Context: an optimization exercise on an open-source flow, tuned for small area, a short achievable clock period and few clock cycles per item. The choices shown serve that exercise and are no tape-out recipe. RTL that was checked went through simulation tests only; none was proved equivalent to the original. The RTL of run 1 was laid out without a check of its function. No activity file was given, so power comes from the tool's default toggle rates.

==> design.v <==
package tadd_pkg;
    localparam int TOOLS_DEF     = 2;
    localparam int SHIFT_MAX_DEF = 15;
    localparam int CHANNELS      = 7;
    localparam logic [2:0] CH_LOC_X  = 3'd0;
    localparam logic [2:0] CH_LOC_Y  = 3'd1;
    localparam logic [2:0] CH_TILT_X = 3'd2;
    localparam logic [2:0] CH_TILT_Y = 3'd3;
    localparam logic [2:0] CH_PRESS  = 3'd4;
    localparam logic [2:0] CH_Z      = 3'd5;
    localparam logic [2:0] CH_ROT    = 3'd6;
    localparam logic [2:0] CH_UNUSED = 3'd7;
    localparam logic ACT_DELTA = 1'b0;
    localparam logic ACT_LOAD  = 1'b1;
    localparam logic REG_MAX_X = 1'b0;
    localparam logic REG_MAX_Y = 1'b1;
    localparam logic [6:0]  PRESS_BIG = 7'h40;
    localparam logic [15:0] PRESS_MAX = 16'h03ff;
    localparam logic [15:0] TILT_MAX  = 16'h007f;
    localparam logic [15:0] ROT_MAX   = 16'h0e0e;
    localparam logic [15:0] HOLD_VAL  = 16'h0009;
    localparam logic [3:0]  HOLD_CODE = 4'hf;
    typedef logic signed [2:0] shift_chg_t;
    typedef struct packed {
        logic        action;
        logic        tool;
        logic [2:0]  channel;
        logic [4:0]  raw_code;
        logic [15:0] load_value;
        logic [3:0]  load_shift;
    } item_t;
    typedef struct packed {
        logic [15:0] raw;
        logic [3:0]  shift;
        logic        hold;
    } entry_t;
    typedef struct packed {
        logic [15:0] value;
        logic [3:0]  step_out;
        logic        held;
    } result_t;
endpackage
import tadd_pkg::*;
module tadd_code (
    input  logic [2:0]  channel,
    input  logic [4:0]  code,
    output logic [3:0]  mag,
    output logic        big,
    output logic        neg,
    output logic        hcode,      
    output logic [2:0]  chg         
);
    logic is_loc, is_press, is_rot;
    assign is_loc   = (channel[2:1] == 2'b00);
    assign is_press = (channel[2:1] == 2'b10);
    assign is_rot   = (channel == CH_ROT);
    always_comb
    begin
        if (is_loc)
        begin
            mag = code[3:0];
            neg = code[4];
        end
        else if (is_rot)
        begin
            mag = {2'b00, code[1:0]};
            neg = code[2];
        end
        else
        begin
            mag = {1'b0, code[2:0]};
            neg = code[3];
        end
    end
    assign big   = is_press && (code[2:0] == 3'd7);
    assign hcode = (code[3:0] == HOLD_CODE);
    always_comb
    begin
        if (is_loc)
        begin
            if (mag == 4'd0)
                chg = 3'b110;
            else if (mag <= 4'd7)
                chg = 3'b111;
            else if (mag == 4'd15)
                chg = 3'b010;
            else
                chg = 3'b000;
        end
        else if (is_rot)
        begin
            case (mag[1:0])
                2'd0:    chg = 3'b111;
                2'd2:    chg = 3'b001;
                2'd3:    chg = 3'b010;
                default: chg = 3'b000;
            endcase
        end
        else if (big)
            chg = 3'b000;
        else
        begin
            case (mag[2:0])
                3'd0:    chg = 3'b101;
                3'd1:    chg = 3'b110;
                3'd2:    chg = 3'b111;
                3'd3:    chg = 3'b111;
                3'd6:    chg = 3'b001;
                3'd7:    chg = 3'b010;
                default: chg = 3'b000;
            endcase
        end
    end
endmodule
module tadd_add
#(
    parameter int W = 16
) (
    input  logic [W-1:0] a,
    input  logic [W-1:0] b,
    input  logic         cin,
    output logic [W-1:0] sum,
    output logic         cout
);
    localparam int L = $clog2(W);
    logic [W-1:0] p0, g [L+1], p [L+1];
    always_comb
    begin
        p0   = a ^ b;
        g[0] = a & b;
        p[0] = p0;
        g[0][0] = g[0][0] | (p0[0] & cin);
        p[0][0] = 1'b0;
        for (int l = 0; l < L; l++)
            for (int i = 0; i < W; i++)
            begin
                if ((i >> l) % 2 == 1)
                begin
                    g[l+1][i] = g[l][i] | (p[l][i] & g[l][((i >> l) << l) - 1]);
                    p[l+1][i] = p[l][i] & p[l][((i >> l) << l) - 1];
                end
                else
                begin
                    g[l+1][i] = g[l][i];
                    p[l+1][i] = p[l][i];
                end
            end
        sum  = p0 ^ {g[L][W-2:0], cin};
        cout = g[L][W-1];
    end
endmodule
module tadd_carry
#(
    parameter int W = 16
) (
    input  logic [W-1:0] a,
    input  logic [W-1:0] b,
    input  logic         cin,
    output logic         cout
);
    logic [W-1:0] sum_unused;
    tadd_add #(.W(W)) u_add (.a(a), .b(b), .cin(cin), .sum(sum_unused), .cout(cout));
endmodule
module tadd_update (
    input  logic        action,     
    input  logic [2:0]  channel,
    input  logic [15:0] pay,        
    input  logic [3:0]  f,          
    input  logic [15:0] raw0,
    input  logic        hold0,
    input  logic [15:0] max_x,
    input  logic [15:0] max_y,
    output logic [15:0] raw_n,
    output logic [3:0]  shift_n,
    output logic        hold_n,
    output logic [15:0] value
);
    logic        is_loc, is_tilt, is_press, is_rot;
    logic [3:0]  mag;
    logic        big, neg, hcode;
    logic [2:0]  chg;
    logic [6:0]  base;
    logic [21:0] delta;
    logic        ovf;
    logic [15:0] dm;
    logic [5:0]  sh_sum;
    logic [3:0]  sh_adapt;
    logic [15:0] hi, nh;
    logic [15:0] r;
    logic        rc;
    logic [15:0] cs_s, cs_c;
    logic        tc;
    logic        gt, lo_c, hi_c, hold_d, pin;
    logic [15:0] clamped;
    logic [15:0] avg_nc, avg_hi;
    logic        avg_hi_c;
    logic [15:0] avg;
    assign mag   = pay[3:0];
    assign big   = pay[4];
    assign neg   = pay[5];
    assign hcode = pay[6];
    assign chg   = pay[9:7];
    assign is_loc   = (channel[2:1] == 2'b00);
    assign is_tilt  = (channel[2:1] == 2'b01);
    assign is_press = (channel[2:1] == 2'b10);
    assign is_rot   = (channel == CH_ROT);
    assign base  = big ? PRESS_BIG : {3'b000, mag};
    assign delta = 22'(base) << f;
    assign ovf   = |delta[21:16] && !is_rot;
    assign dm    = delta[15:0] ^ {16{neg}};
    assign sh_sum = {2'b00, f} + {{3{chg[2]}}, chg};
    always_comb
    begin
        if (sh_sum[5])
            sh_adapt = 4'd0;
        else if (sh_sum[4])
            sh_adapt = 4'd15;
        else
            sh_adapt = sh_sum[3:0];
    end
    always_comb
    begin
        if (is_loc)
            hi = channel[0] ? max_y : max_x;
        else if (is_tilt)
            hi = TILT_MAX;
        else if (is_rot)
            hi = ROT_MAX;
        else
            hi = PRESS_MAX;
    end
    assign nh = ~hi;
    tadd_add #(.W(16)) u_r (.a(raw0), .b(dm), .cin(neg), .sum(r), .cout(rc));
    assign cs_s = raw0 ^ dm ^ nh;
    assign cs_c = (raw0 & dm) | (raw0 & nh) | (dm & nh);
    tadd_carry #(.W(16)) u_t (.a(cs_s), .b({cs_c[14:0], neg}), .cin(1'b0), .cout(tc));
    assign gt = tc ^ cs_c[15] ^ rc;
    assign lo_c = !is_rot && neg && (ovf || !rc);
    assign hi_c = gt || (!is_rot && !neg && (ovf || rc));
    assign hold_d = is_press ? (hold0 ? neg : hcode) : hold0;
    assign pin    = is_press && hold_d;
    always_comb
    begin
        if (pin)
            clamped = HOLD_VAL;
        else if (lo_c)
            clamped = 16'd0;
        else if (hi_c)
            clamped = hi;
        else
            clamped = r;
    end
    tadd_add #(.W(16)) u_avg_nc (.a(raw0), .b({neg, dm[15:1]}), .cin(neg && dm[0]),
                                 .sum(avg_nc), .cout());
    tadd_add #(.W(16)) u_avg_hi (.a(raw0), .b(hi), .cin(1'b0), .sum(avg_hi), .cout(avg_hi_c));
    always_comb
    begin
        if (lo_c)
            avg = {1'b0, raw0[15:1]};
        else if (hi_c)
            avg = {avg_hi_c, avg_hi[15:1]};
        else
            avg = avg_nc;
    end
    always_comb
    begin
        if (action == ACT_LOAD)
        begin
            raw_n   = pay;
            shift_n = f;
            hold_n  = hold0;
            value   = pay;
        end
        else
        begin
            raw_n   = clamped;
            shift_n = sh_adapt;
            hold_n  = hold_d;
            value   = is_loc ? avg : clamped;
        end
    end
endmodule
import tadd_pkg::*;
module tablet_adaptive_delta_decoder_unit
#(
    parameter int TOOLS     = TOOLS_DEF,
    parameter int SHIFT_MAX = SHIFT_MAX_DEF
) (
    input  logic        clk,
    input  logic        rst_n,
    input  logic        din_valid,
    output logic        din_ready,
    input  logic        din_action,
    input  logic        din_tool,
    input  logic [2:0]  din_channel,
    input  logic [4:0]  din_raw_code,
    input  logic [15:0] din_load_value,
    input  logic [3:0]  din_load_shift,
    output logic        dout_valid,
    input  logic        dout_ready,
    output logic [15:0] dout_value,
    output logic [3:0]  dout_step_out,
    output logic        dout_held,
    input  logic        psel,
    input  logic        penable,
    input  logic        pwrite,
    input  logic [2:0]  paddr,
    input  logic [31:0] pwdata,
    output logic [31:0] prdata,
    output logic        pready
);
    logic [15:0] max_x_reg, max_y_reg;
    logic        cfg_wr;
    assign pready = 1'b1;
    assign cfg_wr = psel && penable && pwrite;
    assign prdata = {16'd0, (paddr[2] == REG_MAX_Y) ? max_y_reg : max_x_reg};
    always_ff @(posedge clk or negedge rst_n)
    begin
        if (!rst_n)
        begin
            max_x_reg <= 16'hffff;
            max_y_reg <= 16'hffff;
        end
        else if (cfg_wr)
        begin
            if (paddr[2] == REG_MAX_X)
                max_x_reg <= pwdata[15:0];
            else
                max_y_reg <= pwdata[15:0];
        end
    end
    logic s1_valid_reg, out_valid_reg;
    logic out_free, s1_adv;
    assign out_free  = !out_valid_reg || dout_ready;
    assign s1_adv    = s1_valid_reg && out_free;
    assign din_ready = !s1_valid_reg || out_free;
    always_ff @(posedge clk or negedge rst_n)
    begin
        if (!rst_n)
        begin
            s1_valid_reg  <= 1'b0;
            out_valid_reg <= 1'b0;
        end
        else
        begin
            if (din_ready)
                s1_valid_reg <= din_valid;
            if (out_free)
                out_valid_reg <= s1_valid_reg;
        end
    end
    localparam int DEPTH = 14;
    logic [15:0] raw_mem   [DEPTH];
    logic [3:0]  shift_mem [DEPTH];
    logic [DEPTH-1:0] hold_mem;
    logic [DEPTH-1:0] vld_reg;
    function automatic logic [DEPTH-1:0] entry_sel(input logic tool, input logic [2:0] ch);
        for (int e = 0; e < DEPTH; e++)
            entry_sel[e] = (tool == (e >= 7)) && (ch == 3'(e % 7));
    endfunction
    logic        s1_action_reg, s1_tool_reg;
    logic [2:0]  s1_channel_reg;
    logic [15:0] s1_pay_reg;        
    logic [3:0]  s1_f_reg;          
    logic [DEPTH-1:0] s1_rsel_reg;  
    logic [DEPTH-1:0] in_sel, s1_sel, we;
    logic        in_unused, in_load, s1_same;
    logic [3:0]  in_sh0, shift_n;
    logic [3:0]  in_mag;
    logic        in_big, in_neg, in_hcode;
    logic [2:0]  in_chg;
    assign in_sel    = entry_sel(din_tool, din_channel);
    assign in_unused = (din_channel == CH_UNUSED);
    assign in_load   = (din_action == ACT_LOAD) || in_unused;
    assign s1_sel    = entry_sel(s1_tool_reg, s1_channel_reg);
    assign s1_same   = s1_valid_reg && |(s1_sel & in_sel);
    assign we        = s1_adv ? s1_sel : '0;
    always_comb
    begin
        in_sh0 = 4'd0;
        for (int e = 0; e < DEPTH; e++)
            if (in_sel[e] && vld_reg[e])
                in_sh0 = in_sh0 | shift_mem[e];
        if (s1_same)
            in_sh0 = shift_n;
    end
    tadd_code u_code (
        .channel (din_channel),
        .code    (din_raw_code),
        .mag     (in_mag),
        .big     (in_big),
        .neg     (in_neg),
        .hcode   (in_hcode),
        .chg     (in_chg)
    );
    always_ff @(posedge clk)
    begin
        if (din_ready)
        begin
            s1_action_reg  <= in_load;
            s1_tool_reg    <= din_tool;
            s1_channel_reg <= din_channel;
            s1_rsel_reg    <= in_sel & (vld_reg | we);
            if (in_unused)
            begin
                s1_pay_reg <= 16'd0;
                s1_f_reg   <= 4'd0;
            end
            else if (din_action == ACT_LOAD)
            begin
                s1_pay_reg <= din_load_value;
                s1_f_reg   <= din_load_shift;
            end
            else
            begin
                s1_pay_reg <= {6'd0, in_chg, in_hcode, in_neg, in_big, in_mag};
                s1_f_reg   <= in_sh0;
            end
        end
    end
    logic [15:0] raw0, raw_n, value;
    logic        hold0, hold_n;
    always_comb
    begin
        raw0  = 16'd0;
        hold0 = 1'b0;
        for (int e = 0; e < DEPTH; e++)
            if (s1_rsel_reg[e])
            begin
                raw0 = raw0 | raw_mem[e];
                if (e % 7 == 4 || e % 7 == 5)
                    hold0 = hold0 | hold_mem[e];
            end
    end
    tadd_update u_update (
        .action     (s1_action_reg),
        .channel    (s1_channel_reg),
        .pay        (s1_pay_reg),
        .f          (s1_f_reg),
        .raw0       (raw0),
        .hold0      (hold0),
        .max_x      (max_x_reg),
        .max_y      (max_y_reg),
        .raw_n      (raw_n),
        .shift_n    (shift_n),
        .hold_n     (hold_n),
        .value      (value)
    );
    always_ff @(posedge clk)
    begin
        for (int e = 0; e < DEPTH; e++)
            if (we[e])
            begin
                raw_mem[e]   <= raw_n;
                shift_mem[e] <= shift_n;
                if (e % 7 == 4 || e % 7 == 5)
                    hold_mem[e] <= hold_n;
            end
    end
    always_ff @(posedge clk or negedge rst_n)
    begin
        if (!rst_n)
            vld_reg <= '0;
        else
            vld_reg <= vld_reg | we;
    end
    tadd_pkg::result_t out_reg;
    always_ff @(posedge clk)
    begin
        if (s1_adv)
            out_reg <= {value, shift_n, hold_n};
    end
    assign dout_valid    = out_valid_reg;
    assign dout_value    = out_reg.value;
    assign dout_step_out = out_reg.step_out;
    assign dout_held     = out_reg.held;
endmodule
==> run.sh <==
#!/bin/bash
# synth_recipe.tcl (not shown) runs the flow's synth.tcl, then flattens the netlist and writes it again
# the make line also repeats each setting of config.mk as NAME=value (left out here)
make -C /OpenROAD-flow-scripts/flow DESIGN_CONFIG=/design/flow/config.mk WORK_HOME=/design/flow/orfs CLKGATE_MAP_FILE= SYNTH_SCRIPT=/design/flow/synth_recipe.tcl finish
==> config.mk <==
export PLATFORM = sky130hd
export DESIGN_NAME = tablet_adaptive_delta_decoder_unit
export DESIGN_NICKNAME = tablet_adaptive_delta_decoder_unit
export VERILOG_FILES = /design/flow/design.v
export SDC_FILE = /design/flow/constraint.sdc
export NUM_CORES = 4
export LEC_CHECK = 0
export ABC_CLOCK_PERIOD_IN_PS = 4000
export CAP_MARGIN = 20
export CORE_MARGIN = 2
export CORE_UTILIZATION = 40
export SETUP_SLACK_MARGIN = 5
export SLEW_MARGIN = 20
==> constraint.sdc <==
create_clock -name core_clock -period 10.0 [get_ports {clk}]
set_input_delay 2.0000 -clock core_clock [delete_from_list [all_inputs] [get_ports {clk}]]
set_output_delay 2.0000 -clock core_clock [all_outputs]
set_load 0.01 [all_outputs]
==> results of run 1 <==
-- worst paths after layout --
check	cells past startpoint	from	endpoint	slack [ns]
worst min register to register	1	vld_reg[10]$_DFF_PN0_	vld_reg[10]$_DFF_PN0_	0.47
worst max-delay path	21	s1_f_reg[1]$_SDFFCE_PP0P_	out_reg[19]$_DFFE_PP_	4.75
worst max register to register	21	s1_f_reg[1]$_SDFFCE_PP0P_	out_reg[19]$_DFFE_PP_	4.75
worst min-delay path	1	vld_reg[10]$_DFF_PN0_	vld_reg[10]$_DFF_PN0_	0.47
max in group asynchronous	2	rst_n	vld_reg[9]$_DFF_PN0_	8.02
min in group asynchronous	2	rst_n	s1_valid_reg$_DFFE_PN0P_	1.55
-- cells in the mapped netlist, types with 5 or more instances --
| cell type | instances | area [um^2] |
|---|---|---|
| nand4_1 | 10 | 62.56 |
| nor2b_1 | 6 | 37.54 |
| xor2_1 | 17 | 148.9 |
| mux2_2 | 50 | 563.0 |
| buf_4 | 18 | 135.1 |
| a221oi_1 | 32 | 280.3 |
| a21oi_1 | 56 | 280.3 |
| buf_2 | 8 | 40.04 |
| a211oi_1 | 11 | 82.58 |
| nor4_1 | 5 | 31.28 |
| ha_1 | 74 | 925.9 |
| nand3_1 | 46 | 230.2 |
| nand2b_1 | 12 | 75.07 |
| a31oi_1 | 9 | 56.30 |
| a22o_1 | 33 | 289.0 |
| a22oi_1 | 87 | 653.1 |
| or2_2 | 20 | 125.1 |
| and3_1 | 34 | 212.7 |
| clkbuf_1 | 58 | 217.7 |
| o21a_1 | 5 | 37.54 |
| buf_1 | 10 | 37.54 |
| mux2i_1 | 17 | 170.2 |
| a21o_1 | 19 | 142.6 |
| o211ai_1 | 7 | 52.55 |
| o31ai_1 | 11 | 82.58 |
| edfxtp_1 | 344 | 10330 |
| and2_1 | 11 | 68.82 |
| inv_1 | 85 | 319.1 |
| nand2_1 | 95 | 356.6 |
| nor3_1 | 29 | 145.1 |
| fa_1 | 31 | 620.6 |
| dfrtp_1 | 16 | 400.4 |
| nor2_1 | 71 | 266.5 |
| o21ai_0 | 55 | 275.3 |
| o221ai_1 | 5 | 43.79 |
| xnor2_1 | 38 | 332.8 |
| dfstp_2 | 32 | 840.8 |
-- area by class of cell --
| type | instances | area share (%) |
|---|---|---|
| clock buffers | 59 | 4.673 |
| clock inverters | 18 | 0.7366 |
| well taps | 664 | 3.305 |
| multi-input cells | 997 | 34.56 |
| repair buffers | 239 | 9.347 |
| flip-flops and latches | 392 | 46.03 |
| inverters | 86 | 1.349 |
-- logic make-up (layout without fill, tap and decap cells) --
logic type | count (synthesis) | in the layout
DFF | 392 | 392
AOI/OAI and AO/OA | 387 | 391
and+or+nand+nor | 358 | 362
buffers and inverters | 181 | 402
adders and majority gates | 105 | 105
muxes | 67 | 67
xor gates and xnor gates | 55 | 55
other | 2 | 17
-- routing by layer --
metal / vias to the layer above / wire (um) / global-route usage [%]
met5: - / 0 / 0
met4: 0 / 2187 / 8.930
met3: 124 / 5147 / 5.464
met2: 660 / 28720 / 37.67
met1: 7261 / 26000 / 32.30
li1: 6304 / - / -
-- power groups by stage --
| stage | Combinational [mW] | Sequential [mW] | Clock, mW |
|---|---|---|---|
| floorplan | 1.08 | 2.13 | 0 |
| global placement | 1.59 | 2.14 | 0 |
| detailed placement | 1.61 | 2.15 | 0 |
| CTS | 2.21 | 2.10 | 1.58 |
| global route | 2.72 | 2.11 | 1.64 |
| finish | 2.58 | 2.10 | 1.55 |
-- worst max-delay path: cells and delay by family, from the launching register on --
| kind | cells | cell delay, ns |
|---|---|---|
| compound gates | 8 | 1.60 |
| xor+xnor | 1 | 0.28 |
| fa+ha+maj | 2 | 0.76 |
| buf+inv | 5 | 0.90 |
| flops | 1 | 0.46 |
| simple gates | 5 | 0.97 |
-- through the flow --
step                hold WS [ns]  power [mW]  worst slack [ns]  area (um^2)
floorplan                 0.4383       3.210             4.959        19750
global placement          0.4511       3.731             3.303        21400
detailed placement        0.4526       3.761             3.146        21400
CTS                       0.4724       5.895             4.851        24330
global route              0.4899       6.475             4.663        25140
finish                    0.4723       6.240             4.751        25140
-- what timing repair did --
action | in CTS | in global routing
pin swaps | 61 | 41
setup buffers | 73 | 26
gates resized for setup | 186 | 88
endpoints found under the setup margin | 257 | 244
gates cloned | 9 | 6
==> reports/metrics.cfg, run 1 <==
[die]
io_pins=128
initial_core_util_pct=40.35
die-area_um2=50960
num_rows=81
coreArea_um2=48750
die_w_um=225.7
dieHeight_um=225.7

[finish]
area_growth_pct=27.83
layout_commonest_cell=edfxtp_1
drive_gt1_share_pct=27.53
nNetsFinal=1936
antennaDiodeCount=0
instances_no_fill=2455
mostFrequentLayoutCells=344 x edfxtp_1, 109 x buf_4, 90 x nand2_1
multiInputGateArea_um2=8690
final_util_pct=51.57
nFillCells=4073
largest_reg_flops=224
seq_area_um2=11570

[yosys]
synth_simple_gate_area_share_pct=8.970
seq_area_frac_synth_pct=58.83
synth.avg_cell_area_um2=12.71
synth-async-reset-ratio_pct=12.24
ys_ff_latch=392
synth_ff_type=edfxtp_1
synth_top_family_by_area=compound AO/OA/AOI/OAI gates
synth_fa_ha_area_share_pct=7.863
syn-cell-area_um2=19670
synth_compound_area_share_pct=14.23
synth_mux_area_share_pct=3.728
netlist_instances=1547
synthXorXnorAreaFrac_pct=2.449
synth_edf_count=344
synth_cell_types=82
ys_warn_count=8

[cts]
cts_buffers=43
cts.clk_slew.worst_paths_ns=0.06
ctsRootBufferMaster=clkbuf_16
clock-sinks=392
clk_path_buf_depth=3
clk_latency_ns=0.58
postCtsHoldBufs=0
htreeDepth=2
cts_tree=done

[power]
power_switching_mw=2.200
vdd_drop_max_uv=135.7
power.share.clock_pct=24.9
swShare_pct=35.25
power-per-cell-area_nw_per_um2=248.2
combPwrFrac_pct=41.4
leakagePower_nw=9.325
p_int_mw=4.040
p_seq_share_pct=33.7

[timing]
tns_ns=0
period_share_pct=52.49
finalHoldViolCount=0
maxSlewHeadroom_pct=34.21
max_freq_mhz=190.5
finalSetupViolations=0
drv_slew=0
tightestPinTransition_ns=0.9793
fin_skew_ns=0.01534
rsz0062_at_grt=true
finalCriticalPeriod_ns=5.249

[setup_path]
critPathRequiredTime_ns=10.31
cpPeakStageDelay_ns=0.55
worstSetupPathType=register to register
crit_path_end_kind=register
crit_arrival_ns=5.55
start_kind=register
cp_max_fo=8
path_cells=buf_6 > buf_4 > nor3_4 > buf_4 > nand2_1 > o31ai_1 > a21oi_1 > xnor2_2 > fa_1 > ha_1 > a21o_1 > a21oi_2 > nand2_1 > or4_4 > a21oi_4 > buf_4 > o221ai_4 > clkbuf_16 > a211oi_4 > nor4_2 > a211oi_2
cpMostUsedCell=buf_4
critPathSlowestCell=or4_4

[placement]
io_buffers=92
dp_cells=2262
place_hpwl_um=37690
gp_congestion=0.9226

[global_route]
grt_pass1_vias=14080
grt_max_degree=49
grt_pass1_wl_um=89230
overflow=0
track_usage_pct=23.92
antenna_found_initial=1

[detailed_routing]
initialDrtViolationCount=1622
vias_per_cell=5.845
drc=0
totalWireLength_um=62050
drtPass1Iterations=6
vias=14350
postRouteAntennaNets=0
wl_per_cell_um=25.28

[worst_hold_path]
min_path_type=register to register

[run]
maxCapViolCount=0

[status]
status=complete, no violations

==> run 2, diff against run 1 <==
--- a/design.v
+++ b/design.v
@@ -165,6 +165,10 @@
     input  logic        action,     
     input  logic [2:0]  channel,
-    input  logic [15:0] pay,        
+    input  logic [15:0] opnd,       
+    input  logic        neg,
+    input  logic        ovf,        
+    input  logic        hcode,      
     input  logic [3:0]  f,          
+    input  logic [2:0]  chg,        
     input  logic [15:0] raw0,
     input  logic        hold0,
@@ -177,13 +181,5 @@
 );
     logic        is_loc, is_tilt, is_press, is_rot;
-    logic [3:0]  mag;
-    logic        big, neg, hcode;
-    logic [2:0]  chg;
-    logic [6:0]  base;
-    logic [21:0] delta;
-    logic        ovf;
-    logic [15:0] dm;
     logic [5:0]  sh_sum;
-    logic [3:0]  sh_adapt;
     logic [15:0] hi, nh;
     logic [15:0] r;
@@ -196,26 +192,17 @@
     logic        avg_hi_c;
     logic [15:0] avg;
-    assign mag   = pay[3:0];
-    assign big   = pay[4];
-    assign neg   = pay[5];
-    assign hcode = pay[6];
-    assign chg   = pay[9:7];
     assign is_loc   = (channel[2:1] == 2'b00);
     assign is_tilt  = (channel[2:1] == 2'b01);
     assign is_press = (channel[2:1] == 2'b10);
     assign is_rot   = (channel == CH_ROT);
-    assign base  = big ? PRESS_BIG : {3'b000, mag};
-    assign delta = 22'(base) << f;
-    assign ovf   = |delta[21:16] && !is_rot;
-    assign dm    = delta[15:0] ^ {16{neg}};
     assign sh_sum = {2'b00, f} + {{3{chg[2]}}, chg};
     always_comb
     begin
         if (sh_sum[5])
-            sh_adapt = 4'd0;
+            shift_n = 4'd0;
         else if (sh_sum[4])
-            sh_adapt = 4'd15;
+            shift_n = 4'd15;
         else
-            sh_adapt = sh_sum[3:0];
+            shift_n = sh_sum[3:0];
     end
     always_comb
@@ -231,7 +218,7 @@
     end
     assign nh = ~hi;
-    tadd_add #(.W(16)) u_r (.a(raw0), .b(dm), .cin(neg), .sum(r), .cout(rc));
-    assign cs_s = raw0 ^ dm ^ nh;
-    assign cs_c = (raw0 & dm) | (raw0 & nh) | (dm & nh);
+    tadd_add #(.W(16)) u_r (.a(raw0), .b(opnd), .cin(neg), .sum(r), .cout(rc));
+    assign cs_s = raw0 ^ opnd ^ nh;
+    assign cs_c = (raw0 & opnd) | (raw0 & nh) | (opnd & nh);
     tadd_carry #(.W(16)) u_t (.a(cs_s), .b({cs_c[14:0], neg}), .cin(1'b0), .cout(tc));
     assign gt = tc ^ cs_c[15] ^ rc;
@@ -251,5 +238,5 @@
             clamped = r;
     end
-    tadd_add #(.W(16)) u_avg_nc (.a(raw0), .b({neg, dm[15:1]}), .cin(neg && dm[0]),
+    tadd_add #(.W(16)) u_avg_nc (.a(raw0), .b({neg, opnd[15:1]}), .cin(neg && opnd[0]),
                                  .sum(avg_nc), .cout());
     tadd_add #(.W(16)) u_avg_hi (.a(raw0), .b(hi), .cin(1'b0), .sum(avg_hi), .cout(avg_hi_c));
@@ -267,15 +254,13 @@
         if (action == ACT_LOAD)
         begin
-            raw_n   = pay;
-            shift_n = f;
-            hold_n  = hold0;
-            value   = pay;
+            raw_n  = opnd;
+            hold_n = hold0;
+            value  = opnd;
         end
         else
         begin
-            raw_n   = clamped;
-            shift_n = sh_adapt;
-            hold_n  = hold_d;
-            value   = is_loc ? avg : clamped;
+            raw_n  = clamped;
+            hold_n = hold_d;
+            value  = is_loc ? avg : clamped;
         end
     end
@@ -361,6 +346,8 @@
     logic        s1_action_reg, s1_tool_reg;
     logic [2:0]  s1_channel_reg;
-    logic [15:0] s1_pay_reg;        
+    logic [15:0] s1_opnd_reg;       
+    logic        s1_neg_reg, s1_ovf_reg, s1_hcode_reg;
     logic [3:0]  s1_f_reg;          
+    logic [2:0]  s1_chg_reg;        
     logic [DEPTH-1:0] s1_rsel_reg;  
     logic [DEPTH-1:0] in_sel, s1_sel, we;
@@ -368,6 +355,8 @@
     logic [3:0]  in_sh0, shift_n;
     logic [3:0]  in_mag;
-    logic        in_big, in_neg, in_hcode;
+    logic        in_big, in_neg, in_hcode, in_ovf;
     logic [2:0]  in_chg;
+    logic [6:0]  in_base;
+    logic [21:0] in_delta;
     assign in_sel    = entry_sel(din_tool, din_channel);
     assign in_unused = (din_channel == CH_UNUSED);
@@ -394,4 +383,7 @@
         .chg     (in_chg)
     );
+    assign in_base  = in_big ? PRESS_BIG : {3'b000, in_mag};
+    assign in_delta = 22'(in_base) << in_sh0;
+    assign in_ovf   = |in_delta[21:16] && (din_channel != CH_ROT);
     always_ff @(posedge clk)
     begin
@@ -402,18 +394,24 @@
             s1_channel_reg <= din_channel;
             s1_rsel_reg    <= in_sel & (vld_reg | we);
+            s1_neg_reg     <= in_neg;
+            s1_ovf_reg     <= in_ovf;
+            s1_hcode_reg   <= in_hcode;
             if (in_unused)
             begin
-                s1_pay_reg <= 16'd0;
-                s1_f_reg   <= 4'd0;
+                s1_opnd_reg <= 16'd0;
+                s1_f_reg    <= 4'd0;
+                s1_chg_reg  <= 3'd0;
             end
             else if (din_action == ACT_LOAD)
             begin
-                s1_pay_reg <= din_load_value;
-                s1_f_reg   <= din_load_shift;
+                s1_opnd_reg <= din_load_value;
+                s1_f_reg    <= din_load_shift;
+                s1_chg_reg  <= 3'd0;
             end
             else
             begin
-                s1_pay_reg <= {6'd0, in_chg, in_hcode, in_neg, in_big, in_mag};
-                s1_f_reg   <= in_sh0;
+                s1_opnd_reg <= in_delta[15:0] ^ {16{in_neg}};
+                s1_f_reg    <= in_sh0;
+                s1_chg_reg  <= in_chg;
             end
         end
@@ -436,6 +434,10 @@
         .action     (s1_action_reg),
         .channel    (s1_channel_reg),
-        .pay        (s1_pay_reg),
+        .opnd       (s1_opnd_reg),
+        .neg        (s1_neg_reg),
+        .ovf        (s1_ovf_reg),
+        .hcode      (s1_hcode_reg),
         .f          (s1_f_reg),
+        .chg        (s1_chg_reg),
         .raw0       (raw0),
         .hold0      (hold0),
==> run 2 against run 1 <==
  * Final area decreased by 2.7%
  * Sequential cell count grew 6
  * Synthesized cell count up 0.58%
  * Die area rose by 1.8%
  * Setup slack gained 0.12 ns
  * Global-route usage fell by 2.2 points
  * Wire length decreased by 6.0%
  * Clock power about the same
  * Critical path type unchanged
  * Largest power group is now sequential cells
  * Highest routed layer unchanged
==> reports/metrics.cfg, run 2 <==
[power]
vdd_drop_max_uv=136.3
power-per-cell-area_nw_per_um2=221.1
leakagePower_nw=8.820
power.total_mw=5.409

[timing]
fin_skew_ns=0.02632
finalCriticalPeriod_ns=5.124
finalHoldViolCount=0
finalSetupViolations=0
tightestPinTransition_ns=1.122
period_share_pct=51.24
tns_ns=0
drv_slew=0
rsz0062_at_grt=true
max_freq_mhz=195.2
maxSlewHeadroom_pct=24.95
whs_ns=0.4783

[die]
coreArea_um2=49760
initial_core_util_pct=40.25
io_pins=128
num_rows=82
dieHeight_um=227.8
die_w_um=227.8
die-area_um2=51880

[finish]
nNetsFinal=1886
instances_no_fill=2416
stdcell_area_um2=24460
layout_commonest_cell=edfxtp_1
mostFrequentLayoutCells=350 x edfxtp_1, 79 x nand2_1, 72 x ha_1, 72 x clkdlybuf4s50_1
largest_reg_flops=224
area_growth_pct=22.12
nFillCells=4389
antennaDiodeCount=0
drive_gt1_share_pct=22.65

[worst_hold_path]
hold_depth=1
min_path_type=register to register

[yosys]
yosys-top-cells-count=350 x edfxtp_1, 86 x nand2_1, 81 x nor2_1, 72 x ha_1, 67 x a22oi_1
seq_area_frac_synth_pct=58.67
yosysTopAreaCell=edfxtp_1
ys_warn_count=8
synth_top_area_share_pct=52.47
synth.avg_cell_area_um2=12.87
netlist_instances=1556
synth_edf_count=350
synthTopCellsByArea=edfxtp_1 52%, ha_1 4.5%, dfstp_2 4.2%
synth-async-reset-ratio_pct=12.06
synth_cell_types=90
syn-cell-area_um2=20030
ys_ff_latch=398
synth_ff_type=edfxtp_1
yosysMostFrequentCell=edfxtp_1

[setup_path]
critPathRequiredTime_ns=10.24
crit_arrival_ns=5.37
crit_end=out_reg[15]$_DFFE_PP_
start_kind=register
cp-startpoint=s1_rsel_reg[11]$_DFFE_PP_
worst_r2r_endpoint=out_reg[15]$_DFFE_PP_
crit_path_end_kind=register
worstSetupPathType=register to register
cp_max_fo=17
rr_worst_depth=20
reg2reg_slack_ns=4.88
reg2reg_from=s1_rsel_reg[11]$_DFFE_PP_

[cts]
clk_latency_ns=0.57
htreeDepth=2
cts_tree=done
cts.clk_slew.worst_paths_ns=0.06
ctsRootBufferMaster=clkbuf_16
clk_path_buf_depth=3
cts_buffers=42
clock-sinks=398
postCtsHoldBufs=0

[placement]
dp_cells=2288
place_hpwl_um=36550
gp_congestion=0.9079
place_area_um2=21810
io_buffers=92

[detailed_routing]
vias_per_cell=5.786
drtPass1Iterations=5
drc=0
vias=13980
totalWireLength_um=58340
postRouteAntennaNets=0
wl_per_cell_um=24.15
initialDrtViolationCount=1415

[global_route]
overflow=0
grt_pass1_vias=13890
grt_pass1_wl_um=85470
track_usage_pct=21.75
grt_max_degree=49
antenna_found_initial=0

[status]
status=complete, no violations

[run]
maxCapViolCount=0

## run 2: kinds of logic after synthesis
logic type / synth area share [%]
multiplexers: 4.835
other: 0.03749
AO/OA/AOI/OAI: 13.42
adder cells (fa/ha/maj): 7.596
XOR/XNOR: 1.662
AND/OR/NAND/NOR: 10.33
flip-flops: 58.67
buffers and inverters: 3.461
## run 2: per-layer routing
layer / GRT usage (%) / vias to the layer above / part of all wire [%]
met1: 29.89 / 7099 / 42
met5: 0 / - / 0
met2: 35.48 / 510 / 48
li1: - / 6287 / -
met4: 7.011 / 0 / 2.5
met3: 3.300 / 84 / 6.8
## run 2: power by group
group / switching, mW / total, mW / internal, mW
Clock: 0.651 / 1.54 / 0.894
Combinational: 0.991 / 1.72 / 0.725
Sequential: 0.0881 / 2.15 / 2.06
Total: 1.73 / 5.41 / 3.68
## run 2: timing repair
item                       in CTS  in global routing
cloned                          3                  6
pin swaps                      24                 39
setup endpoints to repair     276                206
gates resized for setup       130                 77
buffers inserted               20                 22
## run 2: final cells by class
| class | instances | area (um^2) | area share (%) |
|---|---|---|---|
| clock buffers | 48 | 1095 | 4.476 |
| clock inverters | 29 | 270.3 | 1.105 |
| inverters | 70 | 266.5 | 1.090 |
| multi-input cells | 1020 | 8442 | 34.51 |
| flip-flops and latches | 398 | 11750 | 48.04 |
| well taps | 672 | 840.8 | 3.437 |
| repair buffers | 179 | 1795 | 7.340 |
## run 2: worst min-delay path by stage
stage                          startpoint                     to  slack (ns)
floorplan           vld_reg[11]$_DFF_PN0_  vld_reg[11]$_DFF_PN0_        0.44
global placement    vld_reg[11]$_DFF_PN0_  vld_reg[11]$_DFF_PN0_        0.45
detailed placement   vld_reg[3]$_DFF_PN0_   vld_reg[3]$_DFF_PN0_        0.45
CTS                  vld_reg[9]$_DFF_PN0_   vld_reg[9]$_DFF_PN0_        0.48
global route        vld_reg[12]$_DFF_PN0_  vld_reg[12]$_DFF_PN0_        0.49
finish               vld_reg[5]$_DFF_PN0_   vld_reg[5]$_DFF_PN0_        0.48
## run 2: through the flow
stage,util (%),worst slack [ns]
final,49.16,4.876
after global routing,49.16,4.764
after CTS,47.92,4.996
after detailed placement,43.83,3.392
after global placement,43.83,3.487
after floorplan,-,4.992
## run 2: critical path: stages, from the launching register on
cell,delay [ns]
edfxtp_1,0.38
buf_6,0.20
a22o_1,0.23
a221oi_2,0.21
nand3_1,0.17
nor2_4,0.22
fa_1,0.44
inv_1,0.07
ha_1,0.23
and4_1,0.24
a211oi_2,0.20
o2111ai_2,0.19
a21oi_2,0.24
xnor2_1,0.11
or3_4,0.34
a21boi_4,0.29
buf_6,0.16
buf_16,0.13
mux2_2,0.37
nand2_4,0.12
o211ai_1,0.24
Testbench counts of run 2, summed over its fixed seeds: cycles 24,016, items 24,000.
==> run 3, diff against run 2 <==
--- a/config.mk
+++ b/config.mk
@@ -10,4 +10,7 @@
 export CORE_MARGIN = 2
 export CORE_UTILIZATION = 40
+export CTS_BUF_LIST = sky130_fd_sc_hd__clkbuf_8
+export CTS_CLUSTER_DIAMETER = 60
+export CTS_CLUSTER_SIZE = 16
 export SETUP_SLACK_MARGIN = 5
 export SLEW_MARGIN = 20
==> run 3 against run 2 <==
  * Still clean on timing, DRC and antenna
  * Clock skew rose by 0.015 ns
  * Combinational power is essentially flat
  * Setup slack worse by 0.11 ns
  * Critical path type unchanged
==> reports/metrics.cfg, run 3 <==
[cts]
clk_path_buf_depth=3
clk_latency_ns=0.59
htreeDepth=2
cts.clk_slew.worst_paths_ns=0.10
ctsRootBufferMaster=clkbuf_8
cts_buffers=35
clock-sinks=398
cts_tree=done

[detailed_routing]
vias=14200
drc=0
drtPass1Iterations=7
wl_met2_um=29210
initialDrtViolationCount=1546
met1_length_um=24850
vias_per_cell=5.890
wl_per_cell_um=24.74
postRouteAntennaNets=0
top_layer_used=met4
totalWireLength_um=59650
wl_met3_um=4137

[setup_path]
crit_arrival_ns=5.56
reg2reg_slack_ns=4.76
cpPeakStageDelay_ns=0.46
crit_path_end_kind=register
start_kind=register
worstSetupPathType=register to register
crit_end=out_reg[15]$_DFFE_PP_
rr_worst_depth=21
critPathRequiredTime_ns=10.33
crit_buf_inv=6
cp_max_fo=10
critPathSlowestCell=edfxtp_1
worst_r2r_endpoint=out_reg[15]$_DFFE_PP_
reg2reg_from=s1_rsel_reg[8]$_DFFE_PP_
cp-startpoint=s1_rsel_reg[8]$_DFFE_PP_
path_cells=buf_12 > buf_4 > a221oi_2 > nand3_1 > nor2_4 > fa_1 > inv_1 > ha_1 > and4_1 > a211oi_2 > o2111ai_2 > a21oi_2 > xnor2_1 > or3_4 > a21boi_4 > buf_6 > buf_12 > buf_4 > mux2i_2 > a21oi_1 > o211ai_1
path_depth=21
crit_family=compound AO/OA/AOI/OAI gates

[worst_hold_path]
min_path_type=register to register

[timing]
maxSlewHeadroom_pct=28.73
rsz0062_at_grt=true
drv_slew=0
finalCriticalPeriod_ns=5.237
max_freq_mhz=190.9
period_share_pct=52.37
finalSetupViolations=0
fin_skew_ns=0.04120
tns_ns=0
tightestPinTransition_ns=1.065
fin_ws_ns=4.763
finalHoldViolCount=0

[global_route]
track_usage_pct=21.73
antenna_found_initial=1
grt_max_degree=49
overflow=0
grt_pass1_vias=13870
grt_pass1_wl_um=85740

[yosys]
synthTopCellsByArea=edfxtp_1 52%, ha_1 4.5%, dfstp_2 4.2%
yosys-top-cells-count=350 x edfxtp_1, 86 x nand2_1, 81 x nor2_1, 72 x ha_1, 67 x a22oi_1
synth_top_area_share_pct=52.47
ys_ff_latch=398
netlist_instances=1556
synth_cell_types=90
synth_ff_type=edfxtp_1
synth-async-reset-ratio_pct=12.06
ys_warn_count=8
synth.avg_cell_area_um2=12.87
synth_edf_count=350
yosysTopAreaCell=edfxtp_1
yosysMostFrequentCell=edfxtp_1
syn-cell-area_um2=20030
seq_area_frac_synth_pct=58.67

[die]
num_rows=82
io_pins=128
initial_core_util_pct=40.25
dieHeight_um=227.8
die_w_um=227.8
die-area_um2=51880
coreArea_um2=49760

[placement]
io_buffers=92
place_hpwl_um=36550
gp_congestion=0.9079
pre_cts_ws_ns=3.392

[finish]
nNetsFinal=1896
drive_gt1_share_pct=22.44
area_growth_pct=19.26
largest_reg_flops=224
layout_commonest_cell=edfxtp_1
mostFrequentLayoutCells=350 x edfxtp_1, 79 x nand2_1, 78 x buf_4
final_util_pct=48.01

[run]
maxCapViolCount=0

[status]
status=complete, no violations

[power]
vdd_drop_max_uv=106.1
leakagePower_nw=8.612
power-per-cell-area_nw_per_um2=202.8

run 3: timing repair:
action                                 4_1_cts  5_1_grt
endpoints found under the hold margin        0        0
hold buffers                                 0        0
setup buffers                               33       22
pin swaps                                   23       33
gates resized for setup                    132       70
gates cloned                                 3       10
setup endpoints to repair                  276      220
run 3: worst min-delay path by stage:
| stage | startpoint | end | slack (ns) | depth (start not counted) |
|---|---|---|---|---|
| floorplan | vld_reg[11]$_DFF_PN0_ | vld_reg[11]$_DFF_PN0_ | 0.44 | 1 |
| global placement | vld_reg[11]$_DFF_PN0_ | vld_reg[11]$_DFF_PN0_ | 0.45 | 1 |
| detailed placement | vld_reg[3]$_DFF_PN0_ | vld_reg[3]$_DFF_PN0_ | 0.45 | 1 |
| CTS | vld_reg[12]$_DFF_PN0_ | vld_reg[12]$_DFF_PN0_ | 0.49 | 1 |
| global route | vld_reg[12]$_DFF_PN0_ | vld_reg[12]$_DFF_PN0_ | 0.50 | 1 |
| finish | vld_reg[12]$_DFF_PN0_ | vld_reg[12]$_DFF_PN0_ | 0.49 | 1 |
run 3: stage by stage:
step	hold slack [ns]	power, mW	cells	cell area, um^2
floorplan	0.4383	3.065	1571	20120
global route	0.4960	5.054	2411	23890
finish	0.4873	4.843	2411	23890
CTS	0.4854	4.651	2378	23260
global placement	0.4543	3.497	2288	21810
detailed placement	0.4528	3.523	2288	21810
run 3: kinds of logic (layout without fill, tap and decap cells):
group / count (synthesis) / count (layout) / share of synthesized area, %
mux: 90 / 90 / 4.835
fa+ha+maj: 103 / 103 / 7.596
compound gates: 373 / 378 / 13.42
xor+xnor: 38 / 38 / 1.662
simple gates: 395 / 398 / 10.33
flops: 398 / 398 / 58.67
other cells: 2 / 18 / 0.03749
buf+inv: 157 / 316 / 3.461
run 3: area by class of cell:
cell class,count,area [um^2]
clock buffers,36,495.5
inverters,70,266.5
fillers,4441,25870
flip-flops and latches,398,11750
diodes,1,2.502
multi-input cells,1024,8423
well taps,672,840.8
clock inverters,18,171.4
repair buffers,192,1937
run 3: power breakdown:
| part | switching [mW] | leakage, nW | total (mW) | internal (mW) |
|---|---|---|---|---|
| logic | 1.01 | 4.48 | 1.74 | 0.735 |
| registers | 0.0899 | 3.78 | 2.15 | 2.06 |
| clock network | 0.573 | 0.355 | 0.952 | 0.379 |
run 3: metal layers:
metal	vias up	global-route usage, %
li1	6299	-
met1	7221	29.98
met2	579	36.19
met3	101	3.088
met4	0	5.469
met5	-	0
==> run 4, diff against run 3 <==
==> flow/run.sh (new file) <==
#!/bin/bash
# The standard layout, with synthesis leaving adders to abc instead of
# mapping them to the half and full adder cells first.
export ADDER_MAP_FILE=
bash standard.sh > standard.log 2>&1
==> standard.sh (new file) <==
#!/bin/bash
# synth_recipe.tcl (not shown) runs the flow's synth.tcl, then flattens the netlist and writes it again
# the make line also repeats each setting of config.mk as NAME=value (left out here)
make -C /OpenROAD-flow-scripts/flow DESIGN_CONFIG=/design/flow/config.mk WORK_HOME=/design/flow/orfs CLKGATE_MAP_FILE= SYNTH_SCRIPT=/design/flow/synth_recipe.tcl "${@:-finish}"
removed: run.sh
==> run 4 against run 3 <==
  * Clock skew down 0.0040 ns
  * Clock power is 6% higher
  * Sequential power about the same
  * Clock-buffer cell count increased by 2
  * Final area decreased by 2.8%
  * Sequential share of layout area up 1.4 points
  * Final cell count is 2.6% higher
  * Global-route usage increased by 0.39 points
  * Wire length is 1.4% lower
  * Setup slack gained 0.26 ns
  * Via count grew 2.4%
==> reports/metrics.cfg, run 4 <==
[timing]
period_share_pct=49.78
fin_skew_ns=0.03716
finalCriticalPeriod_ns=4.978
max_freq_mhz=200.9
finalHoldViolCount=0
finalSetupViolations=0
rsz0062_at_grt=true
tns_ns=0
tightestPinTransition_ns=1.034
drv_slew=0
maxSlewHeadroom_pct=31.08

[power]
power.share.clock_pct=22.2
power-per-cell-area_nw_per_um2=195.5
leakagePower_nw=8.134
p_int_mw=3.049
power.total_mw=4.540
swShare_pct=32.85
power_switching_mw=1.491
vdd_drop_max_uv=133.1
combPwrFrac_pct=30.8
p_seq_share_pct=47.0

[die]
num_rows=82
dieHeight_um=228.6
coreArea_um2=49970
io_pins=128
die-area_um2=52240
die_w_um=228.6
initial_core_util_pct=40.37

[worst_hold_path]
worstHoldStart=vld_reg[12]$_DFF_PN0_
min_path_type=register to register

[global_route]
grt_max_degree=49
grt_pass1_vias=14260
overflow=0
grt_pass1_wl_um=87610
antenna_found_initial=1
track_usage_pct=22.13

[detailed_routing]
totalWireLength_um=58830
postRouteAntennaNets=0
vias=14550
vias_per_cell=5.880
initialDrtViolationCount=1233
drtPass1Iterations=6
drc=0
wl_per_cell_um=23.78

[yosys]
synthTopCellsByArea=edfxtp_1 52%, a22oi_1 4.3%, dfstp_2 4.2%
synth-async-reset-ratio_pct=12.06
syn-cell-area_um2=20170
yosysMostFrequentCell=edfxtp_1
synth_ff_type=edfxtp_1
synth_edf_count=350
synth.avg_cell_area_um2=12.15
ys_ff_latch=398
ys_warn_count=8
synth_cell_types=87
netlist_instances=1660
yosys-top-cells-count=350 x edfxtp_1, 128 x nand2_1, 126 x nor2_1, 115 x a22oi_1, 75 x xnor2_1
synth_top_area_share_pct=52.10
seq_area_frac_synth_pct=58.25
yosysTopAreaCell=edfxtp_1

[setup_path]
crit_path_end_kind=register
start_kind=register
cp-startpoint=s1_rsel_reg[9]$_DFFE_PP_
worstSetupPathType=register to register
crit_arrival_ns=5.25
reg2reg_from=s1_rsel_reg[9]$_DFFE_PP_
cp_max_fo=30
critPathRequiredTime_ns=10.27

[placement]
io_buffers=92
gp_congestion=0.9181
place_hpwl_um=38000

[finish]
layout_commonest_cell=edfxtp_1
largest_reg_flops=224
final_util_pct=46.47
area_growth_pct=15.10
antennaDiodeCount=0
nNetsFinal=1852
mostFrequentLayoutCells=350 x edfxtp_1, 127 x nand2_1, 115 x a22oi_1
drive_gt1_share_pct=19.15
nFillCells=4564

[cts]
clock-sinks=398
clk_latency_ns=0.63
postCtsHoldBufs=0
clk_path_buf_depth=3
cts_buffers=36
htreeDepth=2
ctsRootBufferMaster=clkbuf_8
cts.clk_slew.worst_paths_ns=0.09
cts_tree=done

[status]
status=complete, no violations

[run]
maxCapViolCount=0

==> run 4: cell types whose count changed after synthesis, moves of 23 or more <==
cell | previous run | this run
a22oi_1 | 67 | 115
ha_1 | 72 | 0
nand2_1 | 86 | 128
xnor2_1 | 25 | 75
nor2_1 | 81 | 126
a221oi_1 | 35 | 9
clkbuf_1 | 49 | 72
inv_1 | 66 | 31
fa_1 | 31 | 0
nand3_1 | 51 | 28
maj3_1 | 0 | 37
==> run 4: cells by family (layout without fill, tap and decap cells) <==
kind of cell | count (synthesis) | in the layout | synth area share [%]
AO/OA/AOI/OAI | 386 | 386 | 13.77
XOR/XNOR | 103 | 103 | 5.359
adder cells (fa/ha/maj) | 43 | 43 | 2.183
buffers and inverters | 151 | 277 | 3.393
flip-flops | 398 | 398 | 58.25
multiplexers | 102 | 102 | 5.458
other | 2 | 17 | 0.03723
AND/OR/NAND/NOR | 475 | 476 | 11.55
==> run 4: repair_timing <==
| item | CTS | global route |
|---|---|---|
| resized for setup | 76 | 24 |
| pin swaps | 3 | 5 |
| buffers inserted | 45 | 9 |
| setup endpoints to repair | 275 | 160 |
| cloned | 1 | 1 |
==> run 4: cell type report <==
cell class | instances | area, um^2 | share of cell area (%)
multi-input cells | 1127 | 8103 | 34.90
well taps | 672 | 840.8 | 3.621
repair buffers | 185 | 1664 | 7.167
clock buffers | 38 | 523.0 | 2.252
inverters | 32 | 120.1 | 0.5173
flip-flops and latches | 398 | 11750 | 50.61
clock inverters | 22 | 217.7 | 0.9376
==> run 4: worst paths after layout <==
check	endpoint	cells after the start	slack (ns)
worst max-delay path	out_reg[9]$_DFFE_PP_	16	5.02
worst min-delay path	vld_reg[12]$_DFF_PN0_	1	0.48
worst max register to register	out_reg[9]$_DFFE_PP_	16	5.02
worst min register to register	vld_reg[12]$_DFF_PN0_	1	0.48
max in group asynchronous	vld_reg[4]$_DFF_PN0_	2	8.03
min in group asynchronous	vld_reg[1]$_DFF_PN0_	2	1.53
==> run 4: power groups by stage <==
stage	Sequential, mW	Clock, mW	Combinational, mW
global route	2.15	1.09	1.51
finish	2.14	1.01	1.40
CTS	2.13	1.03	1.37
global placement	2.20	0	1.25
detailed placement	2.20	0	1.27
floorplan	2.12	0	0.934
==> run 4: critical path, stage by stage, from the launching register on <==
cell       delay [ns]
edfxtp_1         0.51
buf_4            0.22
buf_4            0.21
a22oi_1          0.17
nand3_1          0.14
or3_4            0.42
maj3_2           0.32
maj3_2           0.31
maj3_2           0.33
a31oi_4          0.21
o41a_1           0.29
nor4_1           0.12
nor3_4           0.28
buf_12           0.25
mux2_2           0.37
o211ai_1         0.15
o2111ai_1        0.30
==> run 4: per-stage QoR <==
stage / worst slack, ns / hold WS [ns] / cells / area, um^2
finish: 5.022 / 0.4812 / 2474 / 23220
CTS: 5.014 / 0.4858 / 2462 / 23060
global placement: 3.212 / 0.4550 / 2356 / 21770
detailed placement: 3.163 / 0.4525 / 2356 / 21770
floorplan: 5.012 / 0.4383 / 1675 / 20230
global route: 4.819 / 0.5038 / 2474 / 23220
==> run 4: per-layer routing <==
layer / up-vias / wire length (um) / GRT usage, %
met1: 7317 / 25450 / 30.11
met4: 0 / 1796 / 7.864
met3: 113 / 3892 / 2.607
met5: - / 0 / 0
met2: 571 / 27690 / 36.62
li1: 6545 / - / -
==> run 5, diff against run 4 <==
--- a/config.mk
+++ b/config.mk
@@ -6,4 +6,5 @@
 export NUM_CORES = 4
 export LEC_CHECK = 0
+export ABC_AREA = 1
 export ABC_CLOCK_PERIOD_IN_PS = 4000
 export CAP_MARGIN = 20
==> run 5 against run 4 <==
  * Sequential power down 2%
  * Non-clock buffer count down 46
  * Hold slack better by 0.0020 ns
  * Critical path type is now input pin to primary output
  * Largest cell class unchanged
==> reports/metrics.cfg, run 5 <==
[detailed_routing]
vias=16840
vias_per_cell=5.231
drtPass1Iterations=8
wl_per_cell_um=19.12
drc=0
postRouteAntennaNets=0
totalWireLength_um=61540
initialDrtViolationCount=1720

[global_route]
overflow=0
antenna_found_initial=0
grt_pass1_vias=15580
grt_max_degree=49
grt_pass1_wl_um=91670
track_usage_pct=22.53

[yosys]
yosys-top-cells-count=850 x nand2_1, 350 x edfxtp_1, 269 x inv_1, 195 x nand3_1, 161 x nor2_1
syn-cell-area_um2=20940
ys_ff_latch=398
synth_top_area_share_pct=50.19
ys_warn_count=8
synth.avg_cell_area_um2=8.693
synth_edf_count=350
seq_area_frac_synth_pct=56.12
yosysTopAreaCell=edfxtp_1
synth_cell_types=57
synth-async-reset-ratio_pct=12.06
synthTopCellsByArea=edfxtp_1 50%, nand2_1 15%, inv_1 4.8%
netlist_instances=2409
synth_ff_type=edfxtp_1
yosysMostFrequentCell=nand2_1

[setup_path]
reg2reg_from=s1_channel_reg[0]$_DFFE_PP_
reg2reg_slack_ns=5.37
critPathRequiredTime_ns=8.00
worst_r2r_endpoint=raw_mem[5][5]$_DFFE_PP_
path_cells=buf_8 > o21ai_0 > clkdlybuf4s50_1
cpPeakStageDelay_ns=0.58
worstSetupPathType=input pin to primary output
critPathSlowestCell=clkdlybuf4s50_1
crit_path_end_kind=primary output
crit_end=prdata[10]
cp_max_fo=30
rr_worst_depth=24
path_depth=3
cp-startpoint=paddr[2]
crit_family=buffers and inverters
crit_arrival_ns=2.96
crit_buf_inv=2
start_kind=input pin

[placement]
io_buffers=92
dp_cells=3127
place_hpwl_um=42050
gp_congestion=0.9360

[cts]
cts_buffers=37
cts_tree=done
clk_path_buf_depth=3
cts.clk_slew.worst_paths_ns=0.09
ctsRootBufferMaster=clkbuf_8
htreeDepth=2
clk_latency_ns=0.65
postCtsHoldBufs=0
clock-sinks=398

[die]
die-area_um2=54200
initial_core_util_pct=40.66
io_pins=128
die_w_um=232.8
dieHeight_um=232.8
coreArea_um2=51510
num_rows=83

[power]
leakagePower_nw=10.12
vdd_drop_max_uv=114.5
power-per-cell-area_nw_per_um2=188.5

[timing]
rsz0062_at_grt=false
max_freq_mhz=201.7
finalCriticalPeriod_ns=4.958
maxSlewHeadroom_pct=30.18
finalHoldViolCount=0
period_share_pct=49.58
finalSetupViolations=0
fin_skew_ns=0.05463
drv_slew=0
tightestPinTransition_ns=1.045
tns_ns=0

[run]
maxCapViolCount=0

[finish]
drive_gt1_share_pct=9.137
largest_reg_flops=224
nNetsFinal=2589
mostFrequentLayoutCells=849 x nand2_1, 350 x edfxtp_1, 271 x inv_1
instances_no_fill=3219
layout_commonest_cell=nand2_1
antennaDiodeCount=0
area_growth_pct=12.46

[status]
status=complete, no violations

[worst_hold_path]
min_path_type=register to register

## run 5: cell count changes after synthesis, moves of 25 or more
cell,before,now
clkbuf_1,72,24
mux2_2,60,0
o21ai_0,44,113
nor2_1,126,161
and3_1,36,3
nand2_1,128,850
a22oi_1,115,5
mux2i_1,41,0
nand3_1,28,195
or2_2,26,1
inv_1,31,269
maj3_1,37,0
xnor2_1,75,10
nand4_1,13,47
## run 5: per-layer routing
layer	vias up	share of wire, %	global-route usage, %
met2	585	46	36.75
li1	8154	-	-
met3	80	6.7	3.051
met1	8020	45	31.66
met5	-	0	0
met4	0	2.4	5.732
## run 5: where the power goes
part	switching (mW)	internal [mW]	total, mW
sequential	0.0779	2.02	2.10
clock	0.605	0.466	1.07
combinational	0.878	0.390	1.27
total	1.56	2.88	4.44
## run 5: tightest hold or removal path: cells and delay by family (launching register included)
kind | cells | cell delay, ns
flip-flops | 1 | 0.35
buffers and inverters | 1 | 0.05
AND/OR/NAND/NOR | 1 | 0.06
## run 5: worst min-delay path by stage
stage	end	cells past startpoint	from
6_report	vld_reg[11]$_DFF_PN0_	2	vld_reg[11]$_DFF_PN0_
4_1_cts	vld_reg[5]$_DFF_PN0_	2	vld_reg[5]$_DFF_PN0_
3_3_place_gp	vld_reg[6]$_DFF_PN0_	2	vld_reg[6]$_DFF_PN0_
3_5_place_dp	vld_reg[5]$_DFF_PN0_	2	vld_reg[5]$_DFF_PN0_
5_1_grt	vld_reg[10]$_DFF_PN0_	2	vld_reg[10]$_DFF_PN0_
2_1_floorplan	vld_reg[5]$_DFF_PN0_	2	vld_reg[5]$_DFF_PN0_
## run 5: cell type report
cell class | count | area (um^2)
Sequential cell | 398 | 11750
Fill cell | 5020 | 27960
Clock inverter | 22 | 254.0
Timing Repair inverter | 1 | 7.507
Timing Repair Buffer | 139 | 1349
Tap cell | 680 | 850.8
Inverter | 289 | 1099
Clock buffer | 39 | 536.8
Multi-Input combinational cell | 1651 | 7702
## run 5: kinds of logic after synthesis
| group | share of synthesized area (%) |
|---|---|
| AO/OA/AOI/OAI | 7.391 |
| XOR/XNOR | 1.547 |
| buffers and inverters | 8.006 |
| flip-flops | 56.12 |
| other | 0.03586 |
| AND/OR/NAND/NOR | 26.90 |
## run 5: repair_timing
item,4_1_cts,5_1_grt
endpoints found under the setup margin,42,266
gates resized for setup,19,21
buffers inserted,0,29
pin swaps,0,1
cloned,0,2
## run 5: metrics by stage
stage	utilization, %	cell area (um^2)	power, mW	worst slack, ns	hold slack, ns
floorplan	-	21000	2.966	5.131	0.4346
global placement	43.47	22390	3.342	3.753	0.4478
detailed placement	43.50	22410	3.365	3.720	0.4566
CTS	45.08	23220	4.431	4.914	0.4808
global route	45.72	23550	4.682	5.005	0.5123
finish	45.72	23550	4.438	5.042	0.4832
==> run 6, diff against run 5 <==
==> flow/run.sh (replaced) <==
#!/bin/bash
# The standard layout, with synthesis leaving adders to abc instead of
# mapping them to the half and full adder cells first, and timing repair
# aimed at a setup slack of 5.5 ns (the clock period and constraints are
# unchanged).
export ADDER_MAP_FILE=
export SETUP_SLACK_MARGIN=5.5
bash standard.sh > standard.log 2>&1
--- a/config.mk
+++ b/config.mk
@@ -6,5 +6,4 @@
 export NUM_CORES = 4
 export LEC_CHECK = 0
-export ABC_AREA = 1
 export ABC_CLOCK_PERIOD_IN_PS = 4000
 export CAP_MARGIN = 20
@@ -14,4 +13,3 @@
 export CTS_CLUSTER_DIAMETER = 60
 export CTS_CLUSTER_SIZE = 16
-export SETUP_SLACK_MARGIN = 5
 export SLEW_MARGIN = 20
==> run 6 against run 5 <==
  * Still clean
  * Non-clock buffer count is 122 higher
  * Clock skew decreased by 0.030 ns
  * Global-route usage up 0.22 points
  * Fmax is 7.7% higher
  * Die area shrank 3.6%
  * Final cell count decreased by 21%
  * Total power grew 8.6%
  * First-iteration DRC count shrank 15%
  * Synthesized cell count fell by 31%
  * Clock-buffer cell count fell by 8
==> reports/metrics.cfg, run 6 <==
[die]
dieHeight_um=228.6
die-area_um2=52240
initial_core_util_pct=40.37
die_w_um=228.6
num_rows=82
io_pins=128
coreArea_um2=49970

[detailed_routing]
wl_per_cell_um=24.67
top_layer_used=met4
wl_met2_um=30050
vias=15060
postRouteAntennaNets=0
wl_met3_um=4620
totalWireLength_um=62940
initialDrtViolationCount=1469
drc=0
drtPass1Iterations=6
vias_per_cell=5.904
met1_length_um=26430

[setup_path]
start_kind=input pin
cp_max_fo=2
cp-startpoint=dout_ready
crit_buf_inv=2
crit_path_end_kind=primary output
cpMostUsedCell=buf_6
rr_worst_depth=17
critPathSlowestCell=or2_4
reg2reg_slack_ns=5.42
crit_family=simple AND/OR/NAND/NOR gates
worstSetupPathType=input pin to primary output
worst_r2r_endpoint=raw_mem[10][14]$_DFFE_PP_
cpPeakStageDelay_ns=0.25
critPathRequiredTime_ns=8.00
crit_arrival_ns=2.60
crit_end=din_ready
reg2reg_from=s1_rsel_reg[6]$_DFFE_PP_
path_cells=buf_6 > nand2b_4 > or2_4 > buf_6
path_depth=4

[global_route]
antenna_found_initial=1
overflow=0
track_usage_pct=22.75
grt_pass1_vias=14260
grt_max_degree=49
grt_pass1_wl_um=90250

[worst_hold_path]
min_path_type=register to register
worstHoldStart=vld_reg[0]$_DFF_PN0_

[cts]
cts_tree=done
clk_path_buf_depth=3
ctsRootBufferMaster=clkbuf_8
cts_buffers=31
clk_latency_ns=0.66
htreeDepth=1
cts.clk_slew.worst_paths_ns=0.10
clock-sinks=398

[timing]
whs_ns=0.4793
max_freq_mhz=217.2
maxSlewHeadroom_pct=24.74
finalCriticalPeriod_ns=4.603
finalHoldViolCount=0
fin_ws_ns=5.397
tns_ns=0
tightestPinTransition_ns=1.129
finalSetupViolations=0
fin_skew_ns=0.02481
drv_slew=0
period_share_pct=46.03
rsz0062_at_grt=true

[yosys]
synth_top_area_share_pct=52.10
yosysMostFrequentCell=edfxtp_1
synth_cell_types=87
syn-cell-area_um2=20170
ys_ff_latch=398
synth.avg_cell_area_um2=12.15
ys_warn_count=8
yosys-top-cells-count=350 x edfxtp_1, 128 x nand2_1, 126 x nor2_1, 115 x a22oi_1, 75 x xnor2_1
netlist_instances=1660
yosysTopAreaCell=edfxtp_1
synth_ff_type=edfxtp_1
seq_area_frac_synth_pct=58.25
synth-async-reset-ratio_pct=12.06
synth_edf_count=350
synthTopCellsByArea=edfxtp_1 52%, a22oi_1 4.3%, dfstp_2 4.2%

[placement]
place_area_um2=21950
dp_cells=2362
place_hpwl_um=38160
io_buffers=92
pre_cts_ws_ns=3.469
gp_congestion=0.8743

[power]
power-per-cell-area_nw_per_um2=193.0
leakagePower_nw=8.915
power.total_mw=4.818
vdd_drop_max_uv=114.4

[finish]
area_growth_pct=23.79
drive_gt1_share_pct=28.59
stdcell_area_um2=24970
largest_reg_flops=224
layout_commonest_cell=edfxtp_1
nFillCells=4354
final_util_pct=49.98
instances_no_fill=2551
nNetsFinal=1932
mostFrequentLayoutCells=350 x edfxtp_1, 122 x buf_4, 118 x nand2_1

[run]
maxCapViolCount=0

[status]
status=complete, no violations

-- run 6: layout make-up --
type	count	area, um^2	area share, %
timing repair buffer	261	2715	10.87
antenna	1	2.502	0.01002
sequential	398	11750	47.06
tap	672	840.8	3.367
inverter	32	128.9	0.5161
multi-input combinational	1136	8965	35.90
clock inverter	20	141.4	0.5662
clock buffer	31	426.7	1.709
-- run 6: repair_timing --
action	in CTS	in global routing
buffers inserted	69	46
cloned	11	10
gates resized for setup	245	128
pin swaps	31	41
setup endpoints to repair	397	283
hold buffers	0	0
hold endpoints to repair	0	0
-- run 6: power by group --
part / switching, mW / total, mW / internal, mW / leakage [nW]
clock: 0.541 / 0.864 / 0.322 / 0.331
sequential: 0.0940 / 2.13 / 2.04 / 3.78
combinational: 0.978 / 1.82 / 0.846 / 4.81
-- run 6: worst min path at each step --
stage	endpoint	slack (ns)	cells past startpoint
global placement	vld_reg[10]$_DFF_PN0_	0.45	1
detailed placement	vld_reg[4]$_DFF_PN0_	0.45	1
global route	vld_reg[6]$_DFF_PN0_	0.50	1
CTS	vld_reg[0]$_DFF_PN0_	0.48	1
floorplan	vld_reg[10]$_DFF_PN0_	0.44	1
finish	vld_reg[0]$_DFF_PN0_	0.48	1
-- run 6: kinds of logic (layout without fill, tap and decap cells) --
| group | count (synthesis) | after routing | synth area share, % |
|---|---|---|---|
| compound gates | 386 | 387 | 13.77 |
| xor+xnor | 103 | 103 | 5.359 |
| fa+ha+maj | 43 | 43 | 2.183 |
| buf+inv | 151 | 344 | 3.393 |
| flops | 398 | 398 | 58.25 |
| mux | 102 | 103 | 5.458 |
| other cells | 2 | 18 | 0.03723 |
| simple gates | 475 | 483 | 11.55 |
-- run 6: layer usage --
layer	global-route usage, %	up-vias
li1	-	6724
met1	30.95	7602
met5	0	-
met4	5.780	0
met2	38.10	623
met3	3.505	113

## separate check: timing with driven ports
No port has a modelled driver above. Below, the same layouts with a new extraction and two added sets of constraints.
Step 1, drivers: a clkbuf_16 drives clk and a buf_2 each remaining input, both assumed.
Step 2 moves the port delays by t, midway between the first and last clock arrival at a register: inputs arrive t later, outputs are due t later. That takes back most of the time a late clock gives input paths.
Three values: ideal ports, drivers, drivers and shift; two values: the first two.
run | t, ns | setup WS [ns] | worst setup path at the end | latest minus earliest clock arrival (ns)
run 1 | 0.635 | 4.751 / 4.751 / 4.751 | register to register | 0.016 / 0.015
run 2 | 0.616 | 4.876 / 4.876 / 4.558 | input to register | 0.027 / 0.026
run 3 | 0.621 | 4.763 / 4.763 / 4.542 | input to register | 0.042 / 0.041
run 4 | 0.663 | 5.022 / 4.964 / 4.509 | input to register | 0.037 / 0.037
run 5 | 0.679 | 5.042 / 4.996 / 4.689 | input to register | 0.055 / 0.054
run 6 | 0.698 | 5.397 / 5.206 / 4.747 | input to register | 0.025 / 0.024
After both steps every run listed still meets setup and hold. The setup slack of run 6, which loses most, moves by -0.191 ns with the drivers and by -0.650 ns with both steps.
